From an optimization exercise on the open Yosys and OpenROAD flow, aimed at small area, a short achievable clock period and few clock cycles per item; shortcuts taken in it are not production practice. The RTL was checked by simulation tests, not by an equivalence proof against the original design.

==> design/flow/design.v <==
`timescale 1ns/1ps
module binconv_hold_reg #(
  parameter int unsigned W = 1
) (
  input  logic         clk_i,
  input  logic         en_i,
  input  logic [W-1:0] data_i,
  output logic [W-1:0] data_o
);
  always_ff @(posedge clk_i) begin
    if (en_i) begin
      data_o <= data_i;
    end
  end
endmodule
`timescale 1ns/1ps
module binconv_window_map (
  input  logic [35:0] wplane_i,
  input  logic        filter_mode_i,
  input  logic        en_i,
  output logic [35:0] wtap_o
);
  for (genvar r = 0; r < 9; r++) begin : g_row
    for (genvar c = 0; c < 4; c++) begin : g_ch
      if (r == 4) begin : g_centre
        assign wtap_o[r*4+c] = en_i & (filter_mode_i ? wplane_i[c] : wplane_i[r*4+c]);
      end else begin : g_other
        assign wtap_o[r*4+c] = en_i & ~filter_mode_i & wplane_i[r*4+c];
      end
    end
  end
endmodule
`timescale 1ns/1ps
module binconv_sequencer (
  input  logic        clk_i,
  input  logic        rst_ni,
  input  logic [2:0]  qw_i,
  input  logic        act_valid_i,
  output logic        act_ready_o,
  input  logic        weight_valid_i,
  output logic        weight_ready_o,
  output logic        pres_valid_o,
  input  logic        pres_ready_i,
  output logic        compute_o,
  output logic        clear_o,
  output logic [1:0]  bit_idx_o,
  output logic        out_load_o,
  output logic        out_from_acc_o
);
  logic       tv_q;     
  logic       wv_q;     
  logic       af_q;     
  logic       ov_q;     
  logic [1:0] cnt_q;    
  logic compute, last, islast, out_free;
  assign islast   = (cnt_q == 2'(qw_i - 3'd1));
  assign compute  = wv_q & tv_q & ~af_q;
  assign last     = compute & islast;
  assign out_free = ~ov_q | pres_ready_i;
  assign act_ready_o    = ~tv_q | last;
  assign weight_ready_o = ~wv_q | compute;
  assign pres_valid_o   = ov_q;
  assign compute_o      = compute;
  assign clear_o        = compute & (cnt_q == 2'd0);
  assign bit_idx_o      = cnt_q;
  assign out_load_o     = (last | af_q) & out_free;
  assign out_from_acc_o = af_q;
  always_ff @(posedge clk_i or negedge rst_ni) begin
    if (!rst_ni) begin
      tv_q  <= 1'b0;
      wv_q  <= 1'b0;
      af_q  <= 1'b0;
      ov_q  <= 1'b0;
      cnt_q <= 2'd0;
    end else begin
      tv_q  <= (act_valid_i & act_ready_o) | (tv_q & ~last);
      wv_q  <= (weight_valid_i & weight_ready_o) | (wv_q & ~compute);
      af_q  <= (last | af_q) & ~out_free;
      ov_q  <= last | af_q | (ov_q & ~pres_ready_i);
      if (compute) begin
        cnt_q <= islast ? 2'd0 : cnt_q + 2'd1;
      end
    end
  end
endmodule
`timescale 1ns/1ps
module binconv_pe (
  input  logic          clk_i,
  input  logic [143:0]  act_i,
  input  logic [35:0]   wtap_i,
  input  logic          clear_i,
  input  logic [1:0]    bit_idx_i,
  output logic [15:0]   res_o,
  output logic [15:0]   acc_o
);
  logic [9:0]  dot_sum;
  logic [15:0] acc_q;
  always_comb begin
    dot_sum = '0;
    for (int i = 0; i < 36; i++) begin
      dot_sum = dot_sum + (act_i[i*4 +: 4] & {4{wtap_i[i]}});
    end
  end
  assign res_o = (clear_i ? 16'd0 : acc_q) + (16'(dot_sum) << bit_idx_i);
  always_ff @(posedge clk_i) begin
    acc_q <= res_o;
  end
  assign acc_o = acc_q;
endmodule
`timescale 1ns/1ps
module binconv_array_top (
  input  logic          clk_i,
  input  logic          rst_ni,
  input  logic          filter_mode_i,
  input  logic [2:0]    qw_i,
  input  logic [255:0]  act_data_i,
  input  logic          act_valid_i,
  output logic          act_ready_o,
  input  logic [35:0]   weight_data_i,
  input  logic          weight_valid_i,
  output logic          weight_ready_o,
  output logic [63:0]   pres_data_o,
  output logic          pres_valid_o,
  input  logic          pres_ready_i
);
  logic       mode_q;
  logic [2:0] qw_q;
  always_ff @(posedge clk_i) begin
    mode_q <= filter_mode_i;
    qw_q   <= qw_i;
  end
  logic [255:0] tile_q;
  logic [35:0]  plane_q;
  logic [35:0]  wtap;
  logic         compute, clear, out_load, out_from_acc;
  logic [1:0]   bit_idx;
  logic [63:0]  res, acc;
  binconv_sequencer u_sequencer (
    .clk_i          ( clk_i          ),
    .rst_ni         ( rst_ni         ),
    .qw_i           ( qw_q           ),
    .act_valid_i    ( act_valid_i    ),
    .act_ready_o    ( act_ready_o    ),
    .weight_valid_i ( weight_valid_i ),
    .weight_ready_o ( weight_ready_o ),
    .pres_valid_o   ( pres_valid_o   ),
    .pres_ready_i   ( pres_ready_i   ),
    .compute_o      ( compute        ),
    .clear_o        ( clear          ),
    .bit_idx_o      ( bit_idx        ),
    .out_load_o     ( out_load       ),
    .out_from_acc_o ( out_from_acc   )
  );
  binconv_hold_reg #( .W ( 256 ) ) u_tile_reg (
    .clk_i  ( clk_i       ),
    .en_i   ( act_ready_o ),
    .data_i ( act_data_i  ),
    .data_o ( tile_q      )
  );
  binconv_hold_reg #( .W ( 36 ) ) u_plane_reg (
    .clk_i  ( clk_i          ),
    .en_i   ( weight_ready_o ),
    .data_i ( weight_data_i  ),
    .data_o ( plane_q        )
  );
  binconv_window_map u_window_map (
    .wplane_i      ( plane_q ),
    .filter_mode_i ( mode_q  ),
    .en_i          ( compute ),
    .wtap_o        ( wtap    )
  );
  for (genvar p = 0; p < 4; p++) begin : g_pe
    localparam int PY = p / 2;
    localparam int PX = p % 2;
    logic [143:0] win;
    for (genvar r = 0; r < 9; r++) begin : g_row
      assign win[r*16 +: 16] = tile_q[((PY + r/3) * 4 + (PX + r%3)) * 16 +: 16];
    end
    binconv_pe u_pe (
      .clk_i     ( clk_i            ),
      .act_i     ( win              ),
      .wtap_i    ( wtap             ),
      .clear_i   ( clear            ),
      .bit_idx_i ( bit_idx          ),
      .res_o     ( res[p*16 +: 16]  ),
      .acc_o     ( acc[p*16 +: 16]  )
    );
  end
  binconv_hold_reg #( .W ( 64 ) ) u_out_reg (
    .clk_i  ( clk_i                     ),
    .en_i   ( out_load                  ),
    .data_i ( out_from_acc ? acc : res  ),
    .data_o ( pres_data_o               )
  );
endmodule
==> design/flow/run.sh <==
#!/bin/bash
# synth_recipe.tcl (not shown) runs the flow's synth.tcl, then flattens the netlist and writes it again
# the make line also repeats each setting of config.mk as NAME=value (left out here)
make -C /OpenROAD-flow-scripts/flow DESIGN_CONFIG=/design/flow/config.mk WORK_HOME=/design/flow/orfs CLKGATE_MAP_FILE= SYNTH_SCRIPT=/design/flow/synth_recipe.tcl finish
==> design/flow/config.mk <==
export PLATFORM = sky130hd
export DESIGN_NAME = binconv_array_top
export DESIGN_NICKNAME = binconv_array_top
export VERILOG_FILES = /design/flow/design.v
export SDC_FILE = /design/flow/constraint.sdc
export NUM_CORES = 4
export LEC_CHECK = 0
export CAP_MARGIN = 20
export CORE_MARGIN = 2
export CORE_UTILIZATION = 40
export PLACE_DENSITY = 0.6
export SLEW_MARGIN = 20
==> design/flow/constraint.sdc <==
create_clock -name core_clock -period 50.0 [get_ports {clk_i}]
set_input_delay 10.0000 -clock core_clock [delete_from_list [all_inputs] [get_ports {clk_i}]]
set_output_delay 10.0000 -clock core_clock [all_outputs]
set_load 0.01 [all_outputs]
==> summary.txt <==
## worst paths after layout
path                                   startpoint                      to  slack, ns  cells past startpoint
max                              u_sequencer.af_q             act_ready_o      36.56                      5
min                        g_pe[0].u_pe.acc_q[14]  g_pe[0].u_pe.acc_q[14]       0.52                      2
max reg2reg                      u_sequencer.af_q    u_out_reg.data_o[13]      37.61                     36
min reg2reg                g_pe[0].u_pe.acc_q[14]  g_pe[0].u_pe.acc_q[14]       0.52                      2
max in group asynchronous                  rst_ni        u_sequencer.af_q      39.96                      1
min in group asynchronous                  rst_ni        u_sequencer.ov_q       9.71                      1
## cells in the mapped netlist (13+ instances only)
cell,number
nor2_1,84
inv_1,571
nand2_1,353
edfxtp_1,356
mux2i_1,35
a21oi_1,80
dfxtp_1,67
mux2_2,55
a21o_1,23
nor2b_1,15
fa_1,576
o21ai_0,47
clkbuf_1,96
xnor2_1,59
and3_1,258
ha_1,129
and2_1,125
nand3_1,29
buf_2,13
xor2_1,32
## metrics by stage
step	std cells	cell area [µm²]	hold slack (ns)
final	4693	42400	0.518
after detailed placement	4605	40800	0.503
after floorplan	3161	35900	0.477
after global placement	4605	40800	0.492
after CTS	4692	42400	0.518
after global routing	4692	42400	0.560
## cell usage in the layout (no fill, tap or decap), types with 5 or more instances in the layout
| cell | n |
|---|---|
| or2_2 | 5 |
| mux2i_1 | 35 |
| clkbuf_1 | 9 |
| nand2b_1 | 12 |
| nor2_1 | 81 |
| o211ai_1 | 11 |
| o21ai_0 | 45 |
| clkinv_1 | 6 |
| and3_1 | 258 |
| a21o_1 | 23 |
| ha_1 | 129 |
| nand2_1 | 353 |
| dfxtp_1 | 67 |
| inv_1 | 571 |
| clkinvlp_4 | 6 |
| o31ai_1 | 5 |
| edfxtp_1 | 356 |
| o21a_1 | 7 |
| nor3_1 | 6 |
| nor2b_1 | 14 |
| inv_6 | 5 |
| buf_4 | 27 |
| clkbuf_16 | 48 |
| mux2_2 | 55 |
| a31oi_1 | 11 |
| nand3_1 | 29 |
| o21bai_1 | 6 |
| xnor2_1 | 59 |
| and2_1 | 125 |
| o21ai_1 | 10 |
| a211oi_1 | 12 |
| clkdlybuf4s50_1 | 366 |
| xor2_1 | 32 |
| a21oi_1 | 80 |
| fa_1 | 576 |
| dfrtp_1 | 5 |
## final cells by class
cell class,count,share of cell area (%)
Multi-Input combinational cell,2046,49.9
Antenna cell,1,0.00591
Clock buffer,57,2.92
Clock inverter,30,0.753
Inverter,571,5.06
Timing Repair Buffer,394,9.17
Tap cell,1165,3.44
Sequential cell,429,28.8
## routing by layer
layer  part of all wire [%]  global-route usage [%]
met1                     41                    33.6
met2                     45                    38.4
met3                    9.2                    5.35
met4                    4.5                    9.51
met5                  0.011                       0
## cells by family (layout without fill, tap and decap cells)
group                      Yosys count  after routing  share of synthesized area (%)
muxes                               90             90                           2.70
xor gates and xnor gates            91             91                           2.22
DFF                                429            429                           34.0
AOI/OAI and AO/OA                  251            251                           4.45
other                                0              1                              0
adders and majority gates          708            708                           36.7
buffers and inverters              686           1052                           7.23
and+or+nand+nor                    906            906                           12.7
## worst register-to-register path: cells and delay by family, from the launching register on
family | cells | cell delay (ns)
AO/OA/AOI/OAI | 7 | 1.64
adder cells (fa/ha/maj) | 10 | 4.83
buffers and inverters | 8 | 1.98
flip-flops | 1 | 0.39
multiplexers | 2 | 0.42
AND/OR/NAND/NOR | 9 | 2.85
## registers in the layout, indices dropped and copies added (netlist names)
name / flops
g_pe.u_pe.acc_q: 64
u_out_reg.data_o: 64
u_sequencer.tv_q: 1
u_sequencer.cnt_q: 2
mode_q: 1
qw_q: 2
u_tile_reg.data_o: 256
u_sequencer.af_q: 1
u_sequencer.ov_q: 1
u_plane_reg.data_o: 36
u_sequencer.wv_q: 1
==> reports/metrics.cfg <==
[route]
via_per_inst = 5.16
first_pass_iters = 6
ant_nets = 0
vias = 24218
drtIter0Drc = 1973
wl_per_cell_um = 23.8
drc_errors = 0
routed_wl_um = 112000

[yosys]
yosysSeqAreaShare_pct = 34.0
synth_nets = 4167
synth_seq_cells = 429
syn_area_um2 = 35900
synth_warnings = 6
ys.flop_type = edfxtp_1
synth.distinct_cells = 70
synth.largest_area_cell = fa_1
synth_edf_count = 356
async_flop_share_pct = 1.40
synth.area.top_cells = fa_1, edfxtp_1, inv_1, and3_1, ha_1
netlist.area_leader.share_pct = 32.2
syn_area_per_cell_um2 = 11.3
syn_inst = 3161

[clock_network]
cts_buffer_depth = 3
cts_buffers = 48
post_cts_buffers = 0
clkSinkCount = 429
clk_pin_slew_ns = 0.06
clk_latency_ns = 0.62
hold_buffers = 0
cts_tree = built
clockRootBuffer = clkbuf_16
cts_htree_levels = 2
cts_resized = 0

[placed_design]
dp_slack_ns = 37.15
place_congestion = 0.961
dp_hpwl_um = 89900
io_buffers = 366

[timing]
drv_slew = 0
timing.slew.headroom_pct = 20.3
period_needed_ns = 13.44
tightest_slew_ns = 1.19
period_share_pct = 26.9
fmax_mhz = 74.4
setup_viol = 0
setup_slack_ns = 36.56
fin_skew_ns = 0.0322
rsz0062_at_grt = false
hold_viol = 0
fin_tns_setup_ns = 0

[finish]
nFillCells = 8138
multiInputGateArea_um2 = 21100
regArea_um2 = 12200
fin_util_pct = 47.8
nNetsFinal = 4496
syn2layout_area_growth_pct = 18.1
drive_gt1_share_pct = 4.99

[grt]
grt_pass1_vias = 25395
grt_overflow = 0
grt_pass1_wl_um = 163000
grt_antenna_before_repair = 6
grt_max_degree = 220
grt_usage_pct = 24.6

[setup_path]
critPathMaxStageDelay_ns = 0.64
cp_slowest_cell = clkdlybuf4s50_1
cp.arrival_ns = 3.44
crit_top_cell = buf_4
path_cells = buf_4, nand3b_1, o21ai_4, buf_4, clkdlybuf4s50_1
worstPathRequired_ns = 40.00
end_kind = output port
crit_family = buffers and inverters
crit_buf_inv = 3
start_kind = register
cp_max_fo = 76
path_class = register to output port

[hold_path]
hp-class = register to register

[die]
die_x_um = 303
die-height_um = 303
pin_count = 368
dieArea_um2 = 92100
start_util_pct = 40.5
core_area_um2 = 88600
row_count = 109

[status]
status = timing/DRC/antenna clean

[job]
cap_violations = 0

Testbench counts, summed over its fixed seeds: cycles 4,285, items 1,592.

## re-timing with driven ports
No port has a modelled driver above. Below, the same layout with a new extraction and two added sets of constraints.
Step 1 assumes that a clkbuf_16 drives the clock port and a buf_2 every other input.
Step 2 also shifts input and output timing later by t, the mid clock arrival at the registers, as if the neighbouring blocks saw the same clock.
Three values: ideal ports, drivers, drivers and shift; two values: the first two.
t, ns: 0.678
slack for setup (ns): 36.558 / 36.484 / 37.162
hold slack, ns: 0.518 / 0.518 / 0.518
worst register clock-pin slew, ns: 0.07 / 0.07
pins driven straight from the clock port: 1
After both steps this run still meets setup and hold. The setup slack of this run moves by -0.074 ns with the drivers and by +0.604 ns with both steps.
